Background: an optimization exercise with open tools, aiming at small area. Do not read the settings as production practice.
Function was checked by simulation only, so behaviour that the tests miss may differ from the original.
Power and IR drop assume default switching activity.

Design ethernet_perf_counter_snapshot, start of the top module:
module ethernet_perf_counter_snapshot #(
  parameter int unsigned AUTO_PERIOD = 1000
) (
  input  logic        clk,
  input  logic        rst,
  input  logic [63:0] rx_frames,
  input  logic [63:0] rx_crc_err,
  input  logic [63:0] rx_bytes,
  input  logic [63:0] tx_frames,
  input  logic [63:0] tx_bytes,
  input  logic        snap_req,
  input  logic        clear_req,
  output logic        snap_done,
  output logic        busy,
  output logic [15:0] snap_seq,
  input  logic        rd_en,
  input  logic [4:0]  rd_addr,
  output logic        rd_valid,
  output logic [31:0] rd_data
);
Settings: LEC_CHECK=0, CAP_MARGIN=20, CORE_MARGIN=2, CORE_UTILIZATION=60, CTS_BUF_LIST=sky130_fd_sc_hd__clkbuf_4, CTS_CLUSTER_DIAMETER=40, CTS_CLUSTER_SIZE=10, PLACE_DENSITY=0.7, SLEW_MARGIN=20; clock period 8.0 ns.
standard.sh (not shown) runs the stock make flow with config.mk's settings and CLKGATE_MAP_FILE= SYNTH_SCRIPT=/design/flow/synth_recipe.tcl, a recipe that flattens the netlist after the stock synthesis.
==> flow/flow/run.sh <==
#!/bin/bash
# Standard ORFS layout, with the port buffers made from the smallest buffer cell.
set -euo pipefail
bash standard.sh finish \
  "BUFFER_PORTS_ARGS=-buffer_cell sky130_fd_sc_hd__buf_1" \
  > standard_flow.log 2>&1
Rerun with:
==> flow/run.sh (new file) <==
#!/bin/bash
# synth_recipe.tcl (not shown) runs the flow's synth.tcl, then flattens the netlist and writes it again
# the make line also repeats each setting of config.mk as NAME=value (left out here)
make -C /OpenROAD-flow-scripts/flow DESIGN_CONFIG=/design/flow/config.mk WORK_HOME=/design/flow/orfs CLKGATE_MAP_FILE= SYNTH_SCRIPT=/design/flow/synth_recipe.tcl finish
Settings changed: CORE_UTILIZATION 60 to 40, CTS_CLUSTER_DIAMETER 40 to unset, CTS_CLUSTER_SIZE 10 to unset, PLACE_DENSITY 0.7 to unset.
removed: flow/flow/run.sh
removed: flow/standard.sh
Fmax is higher slightly.
Power came out higher by about a fifth.
Worst setup slack improves by 0.026 ns.
Via count increases by a few percent.
Register-to-register slack gets better by 0.23 ns.
First-iteration DRC count decreases by about a fifth.
Cell area rose by roughly a tenth.
Critical path depth came out lower by 2.
Clock skew came out higher by 0.017 ns.
Worst hold slack gets worse by 0.0098 ns.
Rerun with:
==> flow/flow/run.sh (new file) <==
#!/bin/bash
# Standard ORFS layout, with the port buffers made from the smallest buffer cell.
set -euo pipefail
bash standard.sh finish \
  "BUFFER_PORTS_ARGS=-buffer_cell sky130_fd_sc_hd__buf_1" \
  > standard_flow.log 2>&1
==> flow/standard.sh (new file) <==
#!/bin/bash
# synth_recipe.tcl (not shown) runs the flow's synth.tcl, then flattens the netlist and writes it again
# the make line also repeats each setting of config.mk as NAME=value (left out here)
make -C /OpenROAD-flow-scripts/flow DESIGN_CONFIG=/design/flow/config.mk WORK_HOME=/design/flow/orfs CLKGATE_MAP_FILE= SYNTH_SCRIPT=/design/flow/synth_recipe.tcl "${@:-finish}"
removed: flow/run.sh
=> Global-route usage came out lower by 0.46 points; core utilization is lower by 3.4 points; first-iteration DRC count increases by about 20%; final cell count increases by 0.40%; critical path depth is unchanged; count of clock-buffer cells in the layout rises by 1; cell area falls by 6.6%.

* * *

Starting RTL as in the previous note.
clock: 8.0 ns
lec_check: 0
cap_margin: 20
core_margin: 2
core_utilization: 60
cts_buf_list: sky130_fd_sc_hd__clkbuf_2 sky130_fd_sc_hd__clkbuf_4 sky130_fd_sc_hd__clkbuf_8
cts_cluster_diameter: 40
cts_cluster_size: 10
place_density: 0.7
slew_margin: 20
==> flow/flow/run.sh <==
#!/bin/bash
# Standard ORFS layout, with the port buffers made from the smallest buffer cell.
set -euo pipefail
bash standard.sh finish \
  "BUFFER_PORTS_ARGS=-buffer_cell sky130_fd_sc_hd__buf_1" \
  > standard_flow.log 2>&1
The starting point finished with timing, DRC and antenna clean.
Next try:
CORE_UTILIZATION = 40   (was 60)
CTS_BUF_LIST = sky130_fd_sc_hd__clkbuf_4   (was sky130_fd_sc_hd__clkbuf_2 sky130_fd_sc_hd__clkbuf_4 sky130_fd_sc_hd__clkbuf_8)
PLACE_DENSITY = default   (was 0.7)
The changed run finished clean. Total power decreases by 3.2%. Combinational power stays flat. Sequential power stays flat.
Next try:
CTS_BUF_LIST = sky130_fd_sc_hd__clkbuf_8   (was sky130_fd_sc_hd__clkbuf_4)
CTS_CLUSTER_DIAMETER = 50   (was 40)
CTS_CLUSTER_SIZE = 16   (was 10)
Effect: Final cell count decreases slightly. Final area rises slightly. Via count went down slightly. Combinational power stays flat. Power grows by a few percent.

* * *

## job 101
Starting RTL as in the previous note.
// ethernet_perf_counter_snapshot
module ethernet_perf_counter_snapshot #(
  parameter int unsigned AUTO_PERIOD = 1000
) (
  input  logic        clk,
  input  logic        rst,
  input  logic [63:0] rx_frames,
  input  logic [63:0] rx_crc_err,
  input  logic [63:0] rx_bytes,
  input  logic [63:0] tx_frames,
  input  logic [63:0] tx_bytes,
  input  logic        snap_req,
  input  logic        clear_req,
  output logic        snap_done,
  output logic        busy,
  output logic [15:0] snap_seq,
  input  logic        rd_en,
  input  logic [4:0]  rd_addr,
  output logic        rd_valid,
  output logic [31:0] rd_data
);
  localparam int unsigned   TW     = (AUTO_PERIOD > 1) ? $clog2(AUTO_PERIOD) : 1;
  localparam bit            T_EN   = (AUTO_PERIOD != 0);
  localparam logic [TW-1:0] T_LAST = (AUTO_PERIOD > 0) ? TW'(AUTO_PERIOD - 1) : '0;
  logic [2:0]    ph;
  logic [TW-1:0] timer;
  logic          snap_pend;
  logic          clear_pend;
  logic          zc;    
  logic          zp;    
  logic [63:0] cur  [5];
  logic [63:0] prev [5];
  logic [63:0] live [5];
  logic idle, tick, req_any, clear_now, start, clear_do;
  assign live[0] = rx_frames;
  assign live[1] = rx_crc_err;
  assign live[2] = rx_bytes;
  assign live[3] = tx_frames;
  assign live[4] = tx_bytes;
  assign idle      = (ph == 3'd0);
  assign tick      = T_EN && (timer == T_LAST);
  assign req_any   = snap_pend | snap_req | tick;
  assign clear_now = clear_pend | clear_req;
  assign start     = idle && !clear_now && req_any;
  assign clear_do  = idle && clear_now;
  assign busy      = (ph != 3'd0) && (ph != 3'd7);
  assign snap_done = (ph == 3'd7);
  always_ff @(posedge clk) begin
    if (rst) begin
      timer <= '0;
    end else if (start || tick) begin
      timer <= '0;
    end else if (T_EN) begin
      timer <= timer + 1'b1;
    end
  end
  always_ff @(posedge clk) begin
    if (rst) begin
      ph         <= 3'd0;
      snap_pend  <= 1'b0;
      clear_pend <= 1'b0;
      snap_seq   <= '0;
      zc         <= 1'b1;
      zp         <= 1'b1;
    end else begin
      ph         <= idle ? {2'b00, start} : ph + 3'd1;
      snap_pend  <= req_any & (!idle | clear_now);
  ...
Settings: LEC_CHECK=0, CAP_MARGIN=20, CORE_MARGIN=2, CORE_UTILIZATION=60, CTS_BUF_LIST=sky130_fd_sc_hd__clkbuf_4, CTS_CLUSTER_DIAMETER=40, CTS_CLUSTER_SIZE=10, PLACE_DENSITY=0.7, SLEW_MARGIN=20; clock period 8.0 ns.
==> flow/flow/run.sh <==
#!/bin/bash
# Standard ORFS synthesis, then the standard layout with three changes: the port buffers are the
# smallest buffer cell, the largest buffers and inverters are kept out of the layout's
# repair steps (the platform's own don't-use list is kept as well), and clock tree synthesis
# adds no dummy loads.
set -euo pipefail
PLATFORM_DONT_USE="sky130_fd_sc_hd__probe_p_8 sky130_fd_sc_hd__probec_p_8 sky130_fd_sc_hd__lpflow_bleeder_1 sky130_fd_sc_hd__lpflow_clkbufkapwr_1 sky130_fd_sc_hd__lpflow_clkbufkapwr_16 sky130_fd_sc_hd__lpflow_clkbufkapwr_2 sky130_fd_sc_hd__lpflow_clkbufkapwr_4 sky130_fd_sc_hd__lpflow_clkbufkapwr_8 sky130_fd_sc_hd__lpflow_clkinvkapwr_1 sky130_fd_sc_hd__lpflow_clkinvkapwr_16 sky130_fd_sc_hd__lpflow_clkinvkapwr_2 sky130_fd_sc_hd__lpflow_clkinvkapwr_4 sky130_fd_sc_hd__lpflow_clkinvkapwr_8 sky130_fd_sc_hd__lpflow_decapkapwr_12 sky130_fd_sc_hd__lpflow_decapkapwr_3 sky130_fd_sc_hd__lpflow_decapkapwr_4 sky130_fd_sc_hd__lpflow_decapkapwr_6 sky130_fd_sc_hd__lpflow_decapkapwr_8 sky130_fd_sc_hd__lpflow_inputiso0n_1 sky130_fd_sc_hd__lpflow_inputiso0p_1 sky130_fd_sc_hd__lpflow_inputiso1n_1 sky130_fd_sc_hd__lpflow_inputiso1p_1 sky130_fd_sc_hd__lpflow_inputisolatch_1 sky130_fd_sc_hd__lpflow_isobufsrc_1 sky130_fd_sc_hd__lpflow_isobufsrc_16 sky130_fd_sc_hd__lpflow_isobufsrc_2 sky130_fd_sc_hd__lpflow_isobufsrc_4 sky130_fd_sc_hd__lpflow_isobufsrc_8 sky130_fd_sc_hd__lpflow_isobufsrckapwr_16 sky130_fd_sc_hd__lpflow_lsbuf_lh_hl_isowell_tap_1 sky130_fd_sc_hd__lpflow_lsbuf_lh_hl_isowell_tap_2 sky130_fd_sc_hd__lpflow_lsbuf_lh_hl_isowell_tap_4 sky130_fd_sc_hd__lpflow_lsbuf_lh_isowell_4 sky130_fd_sc_hd__lpflow_lsbuf_lh_isowell_tap_1 sky130_fd_sc_hd__lpflow_lsbuf_lh_isowell_tap_2 sky130_fd_sc_hd__lpflow_lsbuf_lh_isowell_tap_4"
BIG="sky130_fd_sc_hd__buf_8 sky130_fd_sc_hd__buf_12 sky130_fd_sc_hd__buf_16 sky130_fd_sc_hd__bufinv_8 sky130_fd_sc_hd__bufinv_16 sky130_fd_sc_hd__inv_8 sky130_fd_sc_hd__inv_12 sky130_fd_sc_hd__inv_16 sky130_fd_sc_hd__clkinv_8 sky130_fd_sc_hd__clkinv_16 sky130_fd_sc_hd__clkbuf_16"
CTS="-sink_clustering_enable -repair_clock_nets -sink_clustering_size 10 -sink_clustering_max_diameter 40 -buf_list sky130_fd_sc_hd__clkbuf_4 -dont_use_dummy_load"
bash standard.sh synth > synth.log 2>&1
bash standard.sh finish \
  "CTS_ARGS=$CTS" \
  "BUFFER_PORTS_ARGS=-buffer_cell sky130_fd_sc_hd__buf_1" \
  "DONT_USE_CELLS=$PLATFORM_DONT_USE $BIG" \
  > layout.log 2>&1
Setup changes, job 101 to job 102
- PLACE_DENSITY: 0.7 -> 0.6
- CORE_UTILIZATION: 60 -> 50
Job 102 vs job 101, worst hold margin went up by 0.013 ns. Setup slack: job 102 and job 101 compared, lower one is job 101. Job 102 gives more internal power of the cells than job 101 did.
Relative to job 102, the following input files were edited for job 103:
- PLACE_DENSITY now 0.7, was 0.6
- CORE_UTILIZATION now 60, was 50
--- a/flow/flow/run.sh
+++ b/flow/flow/run.sh
@@ -1,6 +1,5 @@
 #!/bin/bash
-# Standard ORFS synthesis, then the standard layout with three changes: the port buffers are the
-# smallest buffer cell, the largest buffers and inverters are kept out of the layout's
-# repair steps (the platform's own don't-use list is kept as well), and clock tree synthesis
-# adds no dummy loads.
+# Standard ORFS synthesis, then the standard layout with two changes: the port buffers are the
+# smallest buffer cell, and the largest buffers and inverters are kept out of the layout's
+# repair steps (the platform's own don't-use list is kept as well).
 set -euo pipefail
@@ -8,6 +7,4 @@
 BIG="sky130_fd_sc_hd__buf_8 sky130_fd_sc_hd__buf_12 sky130_fd_sc_hd__buf_16 sky130_fd_sc_hd__bufinv_8 sky130_fd_sc_hd__bufinv_16 sky130_fd_sc_hd__inv_8 sky130_fd_sc_hd__inv_12 sky130_fd_sc_hd__inv_16 sky130_fd_sc_hd__clkinv_8 sky130_fd_sc_hd__clkinv_16 sky130_fd_sc_hd__clkbuf_16"
-CTS="-sink_clustering_enable -repair_clock_nets -sink_clustering_size 10 -sink_clustering_max_diameter 40 -buf_list sky130_fd_sc_hd__clkbuf_4 -dont_use_dummy_load"
 bash standard.sh synth > synth.log 2>&1
 bash standard.sh finish \
-  "CTS_ARGS=$CTS" \
   "BUFFER_PORTS_ARGS=-buffer_cell sky130_fd_sc_hd__buf_1" \
Findings:
Global-route wire length before repair, job 102 and job 103: larger value in job 102. Compared with job 102, in job 103 total power of the final layout climbed 3.8%, maximum frequency dropped 2.5%. Post-layout worst setup margin in job 103 is 0.16 ns below job 102. The core of job 103 is more densely filled than that of job 102.
Relative to job 103, the following input files were edited for job 104:
- swapping 20 for 5 in CAP_MARGIN
- swapping 20 for 5 in SLEW_MARGIN
==> flow/flow/run.sh <==
#!/bin/bash
# Standard ORFS layout, with the port buffers made from the smallest buffer cell.
set -euo pipefail
bash standard.sh finish \
  "BUFFER_PORTS_ARGS=-buffer_cell sky130_fd_sc_hd__buf_1" \
  > standard_flow.log 2>&1
==> results.txt <==
Job 104 vs. job 103: global-route usage held; global-route met2 utilization went down 0.29 points; total power went up about 2.5%; relative area of non-clock buffer cells in the final design held; power consumed by combinational cells held. Taking job 103 as the reference, in job 104 count of buffers not belonging to the clock network in the layout fell by about 10%, period utilization climbed 1.4 points. NOTE overall via count from detail_route job 103->job 104 decreased slightly. Reported for job 104 and job 103, total core area turned out identical to the last digit. Row count of clock-buffer cells in the layout: job 104 lower / job 103 higher. Against job 103, job 104 reports a number of cells on the critical path that is higher.
### job 104 -> job 105
- a change of SLEW_MARGIN from 5 to 20
- a change of CORE_UTILIZATION from 60 to 70
- a change of PLACE_DENSITY from 0.7 to 0.8
- a change of CTS_CLUSTER_DIAMETER from 40 to 30
- a change of CAP_MARGIN from 5 to 20
Results
- Non-clock buffer count of job 105 is on par with job 104.
- Looking at detailed-route wire length, job 105 sits above job 104.
- Job 105 against job 104: clock-buffer cell count went up by 30; antenna diode instance count climbed 2; setup slack of the critical path after layout higher; filler cell count in the final layout lower.

re-timing with driven ports:
The results above use ideal ports. As a check the final layouts listed here were re-extracted and re-timed, cells and wires unchanged.
Step 1 assumes that a clkbuf_16 drives the clock port and a buf_2 every other input.
Step 2 adds t to the input delays and takes it off the output delays; t is the mean of the earliest and latest rising clock arrival at the registers after step 1. Input paths then give back, and output paths get back, about the clock's delay inside the block.
Three values: no drivers, after step 1, after step 2; two values: the first two.
run | t (ns) | setup WS [ns] | hold slack, ns | slew at the worst register clock pin (ns) | worst slew at a driven data input, ns
the first run of note 1 | 0.913 | 1.396 / 1.423 / 0.509 | 0.429 / 0.429 / 0.429 | 0.12 / 0.12 | 0.09
the second run of note 1 | 1.031 | 1.422 / 1.456 / 0.425 | 0.419 / 0.419 / 0.419 | 0.07 / 0.07 | 0.06
the third run of note 1 | 1.069 | 1.604 / 1.628 / 0.559 | 0.415 / 0.415 / 0.415 | 0.08 / 0.08 | 0.11
the first run of note 2 | 0.731 | 1.215 / 1.243 / 0.512 | 0.433 / 0.433 / 0.433 | 0.07 / 0.07 | 0.10
the second run of note 2 | 0.947 | 1.516 / 1.527 / 0.580 | 0.432 / 0.432 / 0.432 | 0.12 / 0.12 | 0.11
the third run of note 2 | 0.752 | 1.303 / 1.322 / 0.570 | 0.440 / 0.440 / 0.440 | 0.10 / 0.10 | 0.11
job 101 | 0.929 | 1.457 / 1.471 / 0.542 | 0.375 / 0.375 / 0.375 | 0.11 / 0.11 | 0.09
job 102 | 0.920 | 1.671 / 1.676 / 0.756 | 0.388 / 0.388 / 0.388 | 0.11 / 0.11 | 0.07
job 103 | 0.938 | 1.511 / 1.527 / 0.589 | 0.426 / 0.426 / 0.426 | 0.12 / 0.12 | 0.08
job 104 | 0.913 | 1.396 / 1.423 / 0.509 | 0.429 / 0.429 / 0.429 | 0.12 / 0.12 | 0.09
job 105 | 0.986 | 1.414 / 1.445 / 0.459 | 0.445 / 0.445 / 0.445 | 0.12 / 0.12 | 0.05
After both steps every run listed still meets setup and hold. For the third run of note 1, which loses most, drivers alone change the setup slack by +0.024 ns; drivers and shift together by -1.045 ns.
